Context: an optimization exercise on an open-source flow, tuned for small area, a short achievable clock period and few clock cycles per item. The choices shown serve that exercise and are no tape-out recipe. Function was checked by simulation only, so behaviour that the tests miss may differ from the original. No activity file was given, so power comes from the tool's default toggle rates.

$ cat design/flow/config.mk
export PLATFORM = sky130hd
export DESIGN_NAME = sha1_message_digest_unit
export DESIGN_NICKNAME = sha1_message_digest_unit
export VERILOG_FILES = /design/flow/design.v
export SDC_FILE = /design/flow/constraint.sdc
export NUM_CORES = 4
export LEC_CHECK = 0
export CAP_MARGIN = 20
export CORE_MARGIN = 2
export CORE_UTILIZATION = 40
export PLACE_DENSITY = 0.6
export SLEW_MARGIN = 20
$ cat design/flow/constraint.sdc
create_clock -name core_clock -period 7.5 [get_ports {clock}]
set_input_delay 1.5000 -clock core_clock [delete_from_list [all_inputs] [get_ports {clock}]]
set_output_delay 1.5000 -clock core_clock [all_outputs]
set_load 0.01 [all_outputs]
$ cat design/flow/design.v
`default_nettype none
package smd_pkg;
   localparam int WORD_W = 32;
   localparam int BLOCK_WORDS = 16;
   localparam int ROUNDS = 80;
   localparam int ROUND_STAGE = 20;
   localparam int QUEUE_DEPTH_DEFAULT = 16;
   localparam logic [5*WORD_W-1:0] CHAIN_IV = {
      32'h67452301, 32'hefcdab89, 32'h98badcfe, 32'h10325476, 32'hc3d2e1f0
   };
   localparam logic [4*WORD_W-1:0] ROUND_K = {
      32'h5a827999, 32'h6ed9eba1, 32'h8f1bbcdc, 32'hca62c1d6
   };
   typedef enum logic {
      CMD_WORD,
      CMD_DIGEST
   } cmd_kind_type;
   typedef struct packed {
      cmd_kind_type      kind;
      logic [WORD_W-1:0] word;
   } cmd_type;
   typedef struct packed {
      logic full;
      logic empty;
   } q_status_type;
endpackage
`default_nettype wire
`default_nettype none
module smd_front (
   input  wire logic    clock,
   input  wire logic    reset,
   input  wire logic    req_valid,
   output logic         req_ready,
   input  wire logic [7:0] req_data_byte,
   input  wire logic    req_is_last,
   input  wire logic    req_no_byte,
   input  smd_pkg::q_status_type q_status,
   output logic         push_valid,
   output smd_pkg::cmd_type      push_cmd
);
   typedef enum logic [2:0] {
      F_TAKE,
      F_PAD_MARK,
      F_PAD_ZERO,
      F_LEN_HI,
      F_LEN_LO,
      F_DIGEST
   } fstate_type;
   fstate_type         state_ff, state_in;
   logic [5:0]         pos_ff, pos_in;
   logic [60:0]        count_ff, count_in;
   logic [smd_pkg::WORD_W-1:0]  acc_ff, acc_in;
   logic               space;
   logic               accept;
   logic [4:0]         lane_shift;
   logic [smd_pkg::WORD_W-1:0]  merged;
   logic [smd_pkg::WORD_W-1:0]  mark_word;
   logic [5:0]         next_word_pos;
   assign space         = !q_status.full;
   assign req_ready = (state_ff == F_TAKE) && space;
   assign accept        = req_valid && req_ready;
   assign lane_shift    = {~pos_ff[1:0], 3'b000};
   assign merged        = acc_ff | ({24'b0, req_data_byte} << lane_shift);
   assign mark_word     = acc_ff | (32'h80 << lane_shift);
   assign next_word_pos = {pos_ff[5:2] + 4'd1, 2'b00};
   always_comb begin
      state_in   = state_ff;
      pos_in     = pos_ff;
      count_in   = count_ff;
      acc_in     = acc_ff;
      push_valid = 1'b0;
      push_cmd   = {smd_pkg::CMD_WORD, merged};
      unique case (state_ff)
         F_TAKE: begin
            if (accept) begin
               if (!req_no_byte) begin
                  count_in = count_ff + 61'd1;
                  pos_in   = pos_ff + 6'd1;
                  if (pos_ff[1:0] == 2'b11) begin
                     push_valid = 1'b1;
                     acc_in     = '0;
                  end else begin
                     acc_in = merged;
                  end
               end
               if (req_is_last) begin
                  state_in = F_PAD_MARK;
               end
            end
         end
         F_PAD_MARK: begin
            push_cmd.word = mark_word;
            if (space) begin
               push_valid = 1'b1;
               acc_in     = '0;
               pos_in     = next_word_pos;
               state_in   = F_PAD_ZERO;
            end
         end
         F_PAD_ZERO: begin
            push_cmd.word = '0;
            if (pos_ff[5:2] == 4'd14) begin
               state_in = F_LEN_HI;
            end else if (space) begin
               push_valid = 1'b1;
               pos_in     = next_word_pos;
            end
         end
         F_LEN_HI: begin
            push_cmd.word = count_ff[60:29];
            if (space) begin
               push_valid = 1'b1;
               pos_in     = next_word_pos;
               state_in   = F_LEN_LO;
            end
         end
         F_LEN_LO: begin
            push_cmd.word = {count_ff[28:0], 3'b000};
            if (space) begin
               push_valid = 1'b1;
               pos_in     = next_word_pos;
               state_in   = F_DIGEST;
            end
         end
         F_DIGEST: begin
            push_cmd = {smd_pkg::CMD_DIGEST, 32'b0};
            if (space) begin
               push_valid = 1'b1;
               pos_in     = '0;
               count_in   = '0;
               acc_in     = '0;
               state_in   = F_TAKE;
            end
         end
         default: state_in = F_TAKE;
      endcase
   end
   always_ff @(posedge clock) begin
      if (reset) begin
         state_ff <= F_TAKE;
         pos_ff   <= '0;
         count_ff <= '0;
         acc_ff   <= '0;
      end else begin
         state_ff <= state_in;
         pos_ff   <= pos_in;
         count_ff <= count_in;
         acc_ff   <= acc_in;
      end
   end
endmodule
`default_nettype wire
`default_nettype none
module smd_queue #(
   parameter int DEPTH = smd_pkg::QUEUE_DEPTH_DEFAULT
) (
   input  wire logic    clock,
   input  wire logic    reset,
   input  wire logic    push_valid,
   input  smd_pkg::cmd_type      push_cmd,
   input  wire logic    pop,
   output smd_pkg::cmd_type      head,
   output smd_pkg::q_status_type status
);
   localparam int PTR_W = $clog2(DEPTH);
   localparam int CNT_W = $clog2(DEPTH + 1);
   logic [DEPTH-1:0][smd_pkg::WORD_W:0] mem_ff;
   logic [PTR_W-1:0]    wr_ptr_ff, wr_ptr_in;
   logic [PTR_W-1:0]    rd_ptr_ff, rd_ptr_in;
   logic [CNT_W-1:0]    count_ff, count_in;
   assign head         = mem_ff[rd_ptr_ff];
   assign status.full  = (count_ff == CNT_W'(DEPTH));
   assign status.empty = (count_ff == '0);
   always_comb begin
      wr_ptr_in = wr_ptr_ff;
      rd_ptr_in = rd_ptr_ff;
      count_in  = count_ff;
      if (push_valid) begin
         wr_ptr_in = (wr_ptr_ff == PTR_W'(DEPTH - 1)) ? '0 : wr_ptr_ff + PTR_W'(1);
      end
      if (pop) begin
         rd_ptr_in = (rd_ptr_ff == PTR_W'(DEPTH - 1)) ? '0 : rd_ptr_ff + PTR_W'(1);
      end
      if (push_valid && !pop) begin
         count_in = count_ff + CNT_W'(1);
      end else if (pop && !push_valid) begin
         count_in = count_ff - CNT_W'(1);
      end
   end
   always_ff @(posedge clock) begin
      for (int i = 0; i < DEPTH; i++) begin
         if (push_valid && (wr_ptr_ff == PTR_W'(i))) begin
            mem_ff[i] <= push_cmd;
         end
      end
   end
   always_ff @(posedge clock) begin
      if (reset) begin
         wr_ptr_ff <= '0;
         rd_ptr_ff <= '0;
         count_ff  <= '0;
      end else begin
         wr_ptr_ff <= wr_ptr_in;
         rd_ptr_ff <= rd_ptr_in;
         count_ff  <= count_in;
      end
   end
endmodule
`default_nettype wire
`default_nettype none
module smd_back (
   input  wire logic clock,
   input  wire logic reset,
   input  smd_pkg::cmd_type   head,
   input  wire logic q_empty,
   output logic      pop,
   output logic      rsp_valid,
   input  wire logic rsp_ready,
   output logic [smd_pkg::WORD_W-1:0] rsp_digest_word0,
   output logic [smd_pkg::WORD_W-1:0] rsp_digest_word1,
   output logic [smd_pkg::WORD_W-1:0] rsp_digest_word2,
   output logic [smd_pkg::WORD_W-1:0] rsp_digest_word3,
   output logic [smd_pkg::WORD_W-1:0] rsp_digest_word4
);
   typedef enum logic [1:0] {
      B_LOAD,
      B_ROUND,
      B_ADD
   } bstate_type;
   bstate_type          state_ff, state_in;
   logic [3:0]          widx_ff, widx_in;
   logic [6:0]          round_ff, round_in;
   logic [4:0][smd_pkg::WORD_W-1:0] work_ff;
   logic [4:0][smd_pkg::WORD_W-1:0] work_in;
   logic [4:0][smd_pkg::WORD_W-1:0] chain_ff;
   logic [4:0][smd_pkg::WORD_W-1:0] chain_in;
   logic [smd_pkg::BLOCK_WORDS-1:0][smd_pkg::WORD_W-1:0] win_ff;
   logic [smd_pkg::BLOCK_WORDS-1:0][smd_pkg::WORD_W-1:0] win_in;
   logic [4:0][smd_pkg::WORD_W-1:0] digest_ff;
   logic [4:0][smd_pkg::WORD_W-1:0] digest_in;
   logic                rsp_valid_ff, rsp_valid_in;
   logic                out_free;
   logic [1:0]          stage;
   logic [smd_pkg::WORD_W-1:0]   a, b, c, d, e;
   logic [smd_pkg::WORD_W-1:0]   f;
   logic [smd_pkg::WORD_W-1:0]   mix;
   logic [smd_pkg::WORD_W-1:0]   new_w;
   logic [smd_pkg::WORD_W-1:0]   tmp;
   assign a = work_ff[0];
   assign b = work_ff[1];
   assign c = work_ff[2];
   assign d = work_ff[3];
   assign e = work_ff[4];
   assign out_free = !rsp_valid_ff || rsp_ready;
   assign pop = (state_ff == B_LOAD) && !q_empty &&
                ((head.kind == smd_pkg::CMD_WORD) || out_free);
   always_comb begin
      if (round_ff < 7'(smd_pkg::ROUND_STAGE)) begin
         stage = 2'd0;
      end else if (round_ff < 7'(2 * smd_pkg::ROUND_STAGE)) begin
         stage = 2'd1;
      end else if (round_ff < 7'(3 * smd_pkg::ROUND_STAGE)) begin
         stage = 2'd2;
      end else begin
         stage = 2'd3;
      end
      case (stage)
         2'd0:    f = (b & c) | (~b & d);
         2'd2:    f = (b & c) | (b & d) | (c & d);
         default: f = b ^ c ^ d;
      endcase
   end
   assign mix   = win_ff[13] ^ win_ff[8] ^ win_ff[2] ^ win_ff[0];
   assign new_w = {mix[smd_pkg::WORD_W-2:0], mix[smd_pkg::WORD_W-1]};
   assign tmp   = {a[smd_pkg::WORD_W-6:0], a[smd_pkg::WORD_W-1:smd_pkg::WORD_W-5]} + f + e + win_ff[0] + smd_pkg::ROUND_K[smd_pkg::WORD_W*(3-stage) +: smd_pkg::WORD_W];
   assign rsp_valid        = rsp_valid_ff;
   assign rsp_digest_word0 = digest_ff[0];
   assign rsp_digest_word1 = digest_ff[1];
   assign rsp_digest_word2 = digest_ff[2];
   assign rsp_digest_word3 = digest_ff[3];
   assign rsp_digest_word4 = digest_ff[4];
   always_comb begin
      state_in     = state_ff;
      widx_in      = widx_ff;
      round_in     = round_ff;
      work_in      = work_ff;
      chain_in     = chain_ff;
      win_in       = win_ff;
      digest_in    = digest_ff;
      rsp_valid_in = rsp_valid_ff && !rsp_ready;
      unique case (state_ff)
         B_LOAD: begin
            if (pop) begin
               if (head.kind == smd_pkg::CMD_WORD) begin
                  for (int i = 0; i < smd_pkg::BLOCK_WORDS - 1; i++) begin
                     win_in[i] = win_ff[i+1];
                  end
                  win_in[smd_pkg::BLOCK_WORDS-1] = head.word;
                  widx_in = widx_ff + 4'd1;
                  if (widx_ff == 4'(smd_pkg::BLOCK_WORDS - 1)) begin
                     state_in = B_ROUND;
                     work_in  = chain_ff;
                     round_in = '0;
                  end
               end else begin
                  rsp_valid_in = 1'b1;
                  digest_in    = chain_ff;
                  for (int i = 0; i < 5; i++) begin
                     chain_in[i] = smd_pkg::CHAIN_IV[smd_pkg::WORD_W*(4-i) +: smd_pkg::WORD_W];
                  end
               end
            end
         end
         B_ROUND: begin
            for (int i = 0; i < smd_pkg::BLOCK_WORDS - 1; i++) begin
               win_in[i] = win_ff[i+1];
            end
            win_in[smd_pkg::BLOCK_WORDS-1] = new_w;
            work_in[0] = tmp;
            work_in[1] = a;
            work_in[2] = {b[1:0], b[smd_pkg::WORD_W-1:2]};
            work_in[3] = c;
            work_in[4] = d;
            round_in   = round_ff + 7'd1;
            if (round_ff == 7'(smd_pkg::ROUNDS - 1)) begin
               state_in = B_ADD;
            end
         end
         B_ADD: begin
            for (int i = 0; i < 5; i++) begin
               chain_in[i] = chain_ff[i] + work_ff[i];
            end
            state_in = B_LOAD;
         end
         default: state_in = B_LOAD;
      endcase
   end
   always_ff @(posedge clock) begin
      win_ff    <= win_in;
      digest_ff <= digest_in;
      if (reset) begin
         state_ff     <= B_LOAD;
         widx_ff      <= '0;
         round_ff     <= '0;
         work_ff      <= '0;
         for (int i = 0; i < 5; i++) begin
            chain_ff[i] <= smd_pkg::CHAIN_IV[smd_pkg::WORD_W*(4-i) +: smd_pkg::WORD_W];
         end
         rsp_valid_ff <= 1'b0;
      end else begin
         state_ff     <= state_in;
         widx_ff      <= widx_in;
         round_ff     <= round_in;
         work_ff      <= work_in;
         chain_ff     <= chain_in;
         rsp_valid_ff <= rsp_valid_in;
      end
   end
endmodule
`default_nettype wire
`default_nettype none
module sha1_message_digest_unit #(
   parameter int QUEUE_DEPTH = smd_pkg::QUEUE_DEPTH_DEFAULT
) (
   input  wire logic        clock,
   input  wire logic        reset,
   input  wire logic        req_valid,
   output logic             req_ready,
   input  wire logic [7:0]  req_data_byte,
   input  wire logic        req_is_last,
   input  wire logic        req_no_byte,
   output logic             rsp_valid,
   input  wire logic        rsp_ready,
   output logic [31:0]      rsp_digest_word0,
   output logic [31:0]      rsp_digest_word1,
   output logic [31:0]      rsp_digest_word2,
   output logic [31:0]      rsp_digest_word3,
   output logic [31:0]      rsp_digest_word4
);
   logic         push_valid;
   smd_pkg::cmd_type      push_cmd;
   smd_pkg::cmd_type      head;
   smd_pkg::q_status_type q_status;
   logic         pop;
   smd_front u_front (
      .clock         (clock),
      .reset         (reset),
      .req_valid     (req_valid),
      .req_ready     (req_ready),
      .req_data_byte (req_data_byte),
      .req_is_last   (req_is_last),
      .req_no_byte   (req_no_byte),
      .q_status      (q_status),
      .push_valid    (push_valid),
      .push_cmd      (push_cmd)
   );
   smd_queue #(
      .DEPTH (QUEUE_DEPTH)
   ) u_queue (
      .clock      (clock),
      .reset      (reset),
      .push_valid (push_valid),
      .push_cmd   (push_cmd),
      .pop        (pop),
      .head       (head),
      .status     (q_status)
   );
   smd_back u_back (
      .clock            (clock),
      .reset            (reset),
      .head             (head),
      .q_empty          (q_status.empty),
      .pop              (pop),
      .rsp_valid        (rsp_valid),
      .rsp_ready        (rsp_ready),
      .rsp_digest_word0 (rsp_digest_word0),
      .rsp_digest_word1 (rsp_digest_word1),
      .rsp_digest_word2 (rsp_digest_word2),
      .rsp_digest_word3 (rsp_digest_word3),
      .rsp_digest_word4 (rsp_digest_word4)
   );
endmodule
`default_nettype wire
$ cat design/flow/run.sh
#!/bin/bash
# synth_recipe.tcl (not shown) runs the flow's synth.tcl, then flattens the netlist and writes it again
# the make line also repeats each setting of config.mk as NAME=value (left out here)
make -C /OpenROAD-flow-scripts/flow DESIGN_CONFIG=/design/flow/config.mk WORK_HOME=/design/flow/orfs CLKGATE_MAP_FILE= SYNTH_SCRIPT=/design/flow/synth_recipe.tcl finish
==> run summary <==
placed cells by master, fill, tap and decap left out, types with 28 or more instances in the layout:
cell type        count
edfxtp_1          1200
dfxtp_1            443
a21oi_1            401
nand2_1            361
nor2_1             352
inv_1              259
ha_1               209
a22oi_1            206
xnor2_1            200
o21ai_0            178
clkdlybuf4s50_1    174
clkbuf_16          171
mux4_2             164
fa_1               126
xor2_1             121
a21o_1             115
buf_4               86
nand2b_1            84
nand3_1             66
nor3_1              62
o22ai_1             55
mux2i_1             39
and3_1              38
a211oi_1            37
nand4_1             36
clkinv_1            34
a221oi_1            32
clkbuf_1            31
clkinv_2            29
o21a_1              28
flip-flops by register name, indices dropped and copies added, names as in the netlist:
name and count:
u_back.widx_ff 4, u_front.pos_ff 6, u_back.work_ff 160, u_back.win_ff 512
u_front.count_ff 61, u_queue.mem_ff 528, u_back.state_ff 2, u_front.state_ff 3
u_back.chain_ff 160, u_back.rsp_valid_ff 1, u_front.acc_ff 32, u_back.digest_ff 160
u_queue.rd_ptr_ff 4, u_back.round_ff 7, u_queue.wr_ptr_ff 4, u_queue.count_ff 5
report_power, final:
part           switching, uW  total [uW]  leakage, uW  internal, uW
Sequential               848       13800       0.0148         12900
Clock                   3630        8520      0.00273          4890
Combinational           4200        6680       0.0119          2480
final timing paths:
check | slack [ps] | cells after the start | start | end
hold / removal | 400 | 0 | u_back.win_ff[36] | u_back.win_ff[4]
setup / recovery | 1010 | 20 | u_back.round_ff[3] | u_back.work_ff[28]
hold reg to reg | 400 | 0 | u_back.win_ff[36] | u_back.win_ff[4]
setup reg to reg | 1010 | 20 | u_back.round_ff[3] | u_back.work_ff[28]
kinds of logic after synthesis:
group	after synthesis	share of synthesized area, %
AOI/OAI and AO/OA	1251	11.2
xor gates and xnor gates	321	3.89
adders and majority gates	335	7.10
buffers and inverters	501	2.62
DFF	1649	62.3
muxes	204	5.66
and+or+nand+nor	1143	7.24
worst max-delay path, stage by stage, from the launching register on:
cell and delay, ps:
dfxtp_1 360, o21ai_0 480, nor2b_1 420, o21ai_0 330
inv_1 350, fa_1 530, fa_1 550, inv_1 50
fa_1 530, inv_1 40, ha_1 330, and4_1 230
o21ai_0 180, a2111oi_0 610, o21ai_0 190, buf_4 190
o21ai_0 370, a31oi_1 200, xnor2_1 190, nor2_1 60
a211oi_1 210
layout make-up:
cell class	count	area share, %
flip-flops and latches	1649	54.4
multi-input cells	3254	31.0
clock buffers	207	5.39
well taps	2370	3.58
repair buffers	266	3.02
clock inverters	105	1.44
inverters	261	1.18
diodes	3	0.00907
per-stage QoR:
stage | std cells | TNS [ps] | setup WS [ps] | power (uW)
after global routing | 8112 | 0 | 440 | 30400
after global placement | 7799 | 0 | 983 | 20600
after detailed placement | 7800 | 0 | 972 | 20700
final | 8115 | 0 | 1010 | 29000
after CTS | 8112 | 0 | 942 | 29400
after floorplan | 5404 | -1044930 | -2040 | 18300
cell usage after synthesis, types with 5 or more instances:
library cell / number / share of area (%)
clkbuf_1: 193 / 1.0
nor2_1: 374 / 1.9
o21a_1: 28 / 0.29
xnor2_1: 200 / 2.4
buf_2: 10 / 0.069
o21bai_1: 23 / 0.24
and3_1: 38 / 0.33
o22ai_1: 55 / 0.48
a31oi_1: 22 / 0.19
nand3_1: 66 / 0.46
fa_1: 126 / 3.5
or2_2: 8 / 0.069
o31ai_1: 8 / 0.083
a21o_1: 115 / 1.2
a21boi_0: 5 / 0.052
mux2i_1: 40 / 0.55
inv_1: 259 / 1.3
ha_1: 209 / 3.6
o221ai_1: 21 / 0.25
a221oi_1: 32 / 0.39
a211oi_1: 37 / 0.38
xor2_1: 121 / 1.5
o221a_2: 16 / 0.25
mux4_2: 164 / 5.1
dfxtp_1: 449 / 12
edfxtp_1: 1200 / 50
nor3_1: 66 / 0.46
nand2b_1: 86 / 0.74
o21ai_0: 178 / 1.2
or3_1: 21 / 0.18
a22oi_1: 206 / 2.1
nor2b_1: 23 / 0.20
a311oi_1: 10 / 0.12
a2111oi_0: 12 / 0.15
nor4_1: 15 / 0.13
nand2_1: 362 / 1.9
a21oi_1: 409 / 2.8
o211ai_1: 9 / 0.093
and2_1: 15 / 0.13
nand4_1: 36 / 0.31
a211o_1: 10 / 0.12
buf_1: 36 / 0.19
and4_1: 11 / 0.13
a22o_1: 6 / 0.073
metal layers:
metal  global-route usage [%]  vias up  share of wire [%]
li1                         -    20600                  -
met5                        0        -                  0
met3                     2.79      279                5.4
met2                     32.3     1309                 48
met4                     6.11        0                2.8
met1                     27.4    22500                 44
==> impl.org <==
** Run status
- Status :: timing/DRC/antenna clean

** CTS
- CTS placed an instance of clkbuf_16 at the clock tree root.
- In this run, post-CTS repair resized a total of 0 instances.
- TritonCTS clock tree :: built
- The tree built by TritonCTS fans out to 1649 sinks.
- Clock buffer depth :: 3
- Clock tree synthesis inserted a total of 168 buffers.
- After clock tree synthesis, the clock-pin slew on the worst setup and hold paths is 60 ps.
- The H-tree generated during clock tree synthesis spans 4 levels.
- Buffers inserted during post-CTS setup optimization :: 0
- Clock insertion delay at the later pin of the skew report :: 820 ps
- For this design, the CTS-stage hold fixing added 0 buffers.

** Placed design
- PortBufs :: 175
- Final weighted congestion in routability-driven placement :: 0.907
- Placed cell area :: 0.0771 mm2
- Detailed placement ended at an HPWL of 120 mm.

** Final layout
- Summing all multi-input logic gate instances after layout gives 0.0256 mm2.
- Count of nets after finishing :: 5949
- Area grow syn2layout :: 14.5%
- Cells with a size suffix above 1 make up 10.4% of the layout.
- Sequential Area :: 0.0450 mm2
- Once layout is complete, the utilization of the core stands at 46.0%.
- Fill cells in the final layout number 16.0k.
- With fillers left out, the area of the finished cells amounts to 0.0828 mm2.

** Worst setup path
- Type of the worst setup path :: reg -> reg
- Max Fanout on Critical Path :: 6
- Signal arrival time at the worst endpoint :: 7200 ps
- Req. time, crit path :: 8220 ps
- The worst setup path is captured at a flop.
- STA classifies the critical path startpoint as a flop.

** Timing
- Max Transition Viols Final :: 0
- The number of hold-slack violations in the final timing report is 0.
- Final setup vio count :: 0
- Headroom to the max-slew limit came out at 30.5%.
- Setup repair after global routing left no endpoint under its margin.
- Worst clock skew on the final layout :: 40.9 ps
- Hold timing on the final database bottoms out at a slack of 396 ps.
- Highest Clock Rate :: 154 MHz
- The worst path in the final design needs a cycle of 6490 ps, including I/O delays and setup.
- Share of the cycle needed by the critical path after routing :: 86.5%
- Slew at the pin with the worst max-slew slack :: 1040 ps

** Logic synthesis
- Share of synthesized registers carrying an async set or reset :: 0%
- For this run, the leading register cell type out of synthesis is edfxtp_1.
- Library cells used by synthesis :: 90
- Yosys printed 3 warnings.
- Yosys mapped a number of flops with a built-in enable equal to 1200.
- After synthesis, flip-flops and latches occupy 62.3% of the total area.
- Cells after Synth :: 5404
- The synthesized design contains 1649 register bits.
- The cell area that synthesis handed to floorplanning was 0.0723 mm2.
- Synthesized area per cell :: 13.4 um2
- Net count of the mapped netlist :: 5753

** Drt
- 1st-pass router iterations :: 6
- The routed design has 185 mm of wire.
- Final routed DRC violation total :: 0
- Number of nets with antenna violations after routing :: 0
- Vias per inst :: 5.51
- Violation count after the first detailed-routing iteration :: 4180
- Wire length per cell :: 22.8 um
- Total number of vias :: 44.7k

** GRT
- Number of global-route vias before repair :: 43.4k
- Global-route congestion overflow total :: 0
- Entering global routing, the biggest net connects 190 pins.
- The number of antenna violations at the first check in global routing was 0.
- Global-route wire length before repair :: 277 mm
- GRT Resource Usage Total :: 19.8%

** Power
- For this design the ratio of total power to cell area is 350 mW/mm2.
- Leakage power :: 0.0294 uW
- Largest vdd supply drop :: 0.336 mV

** Floorplanning
- The core region is 0.180 mm2.
- 176 I/O pins were placed.
- Initial standard-cell utilization of the core :: 40.1%
- The die covers 0.184 mm2.
- Die width :: 429 um
- The floorplan has 156 rows.
- The floorplan step set the die height to 429 um.

** Hold path
- The worst hold path belongs to the class reg -> reg.

** Run
- Max cap viols :: 0
Testbench counts, summed over its fixed seeds: cycles 71,631, bytes 35,318.

-- re-timing with driven ports --
In the flow no input, the clock included, has a driving cell. The finished layout below was timed again as built, in two steps.
Step 1 sets driving cells, clkbuf_16 on the clock port and buf_2 on the other inputs (assumed; they add their load-dependent delay and slew).
Step 2 times the ports against the registers' clock, not the clock port: input delays grow and output delays shrink by t, the midpoint of the rising clock arrivals with the driver on.
a / b / c = ideal / step 1 / step 2; a / b = the first two.
t (ns): 0.881
setup WS [ns]: 1.012 / 1.012 / 1.012
worst setup path after step 2: register to register
worst register clock-pin slew, ns: 0.07 / 0.07
After both steps this run still meets setup and hold. The setup slack of this run moves by 0.000 ns with the drivers and by 0.000 ns with both steps.
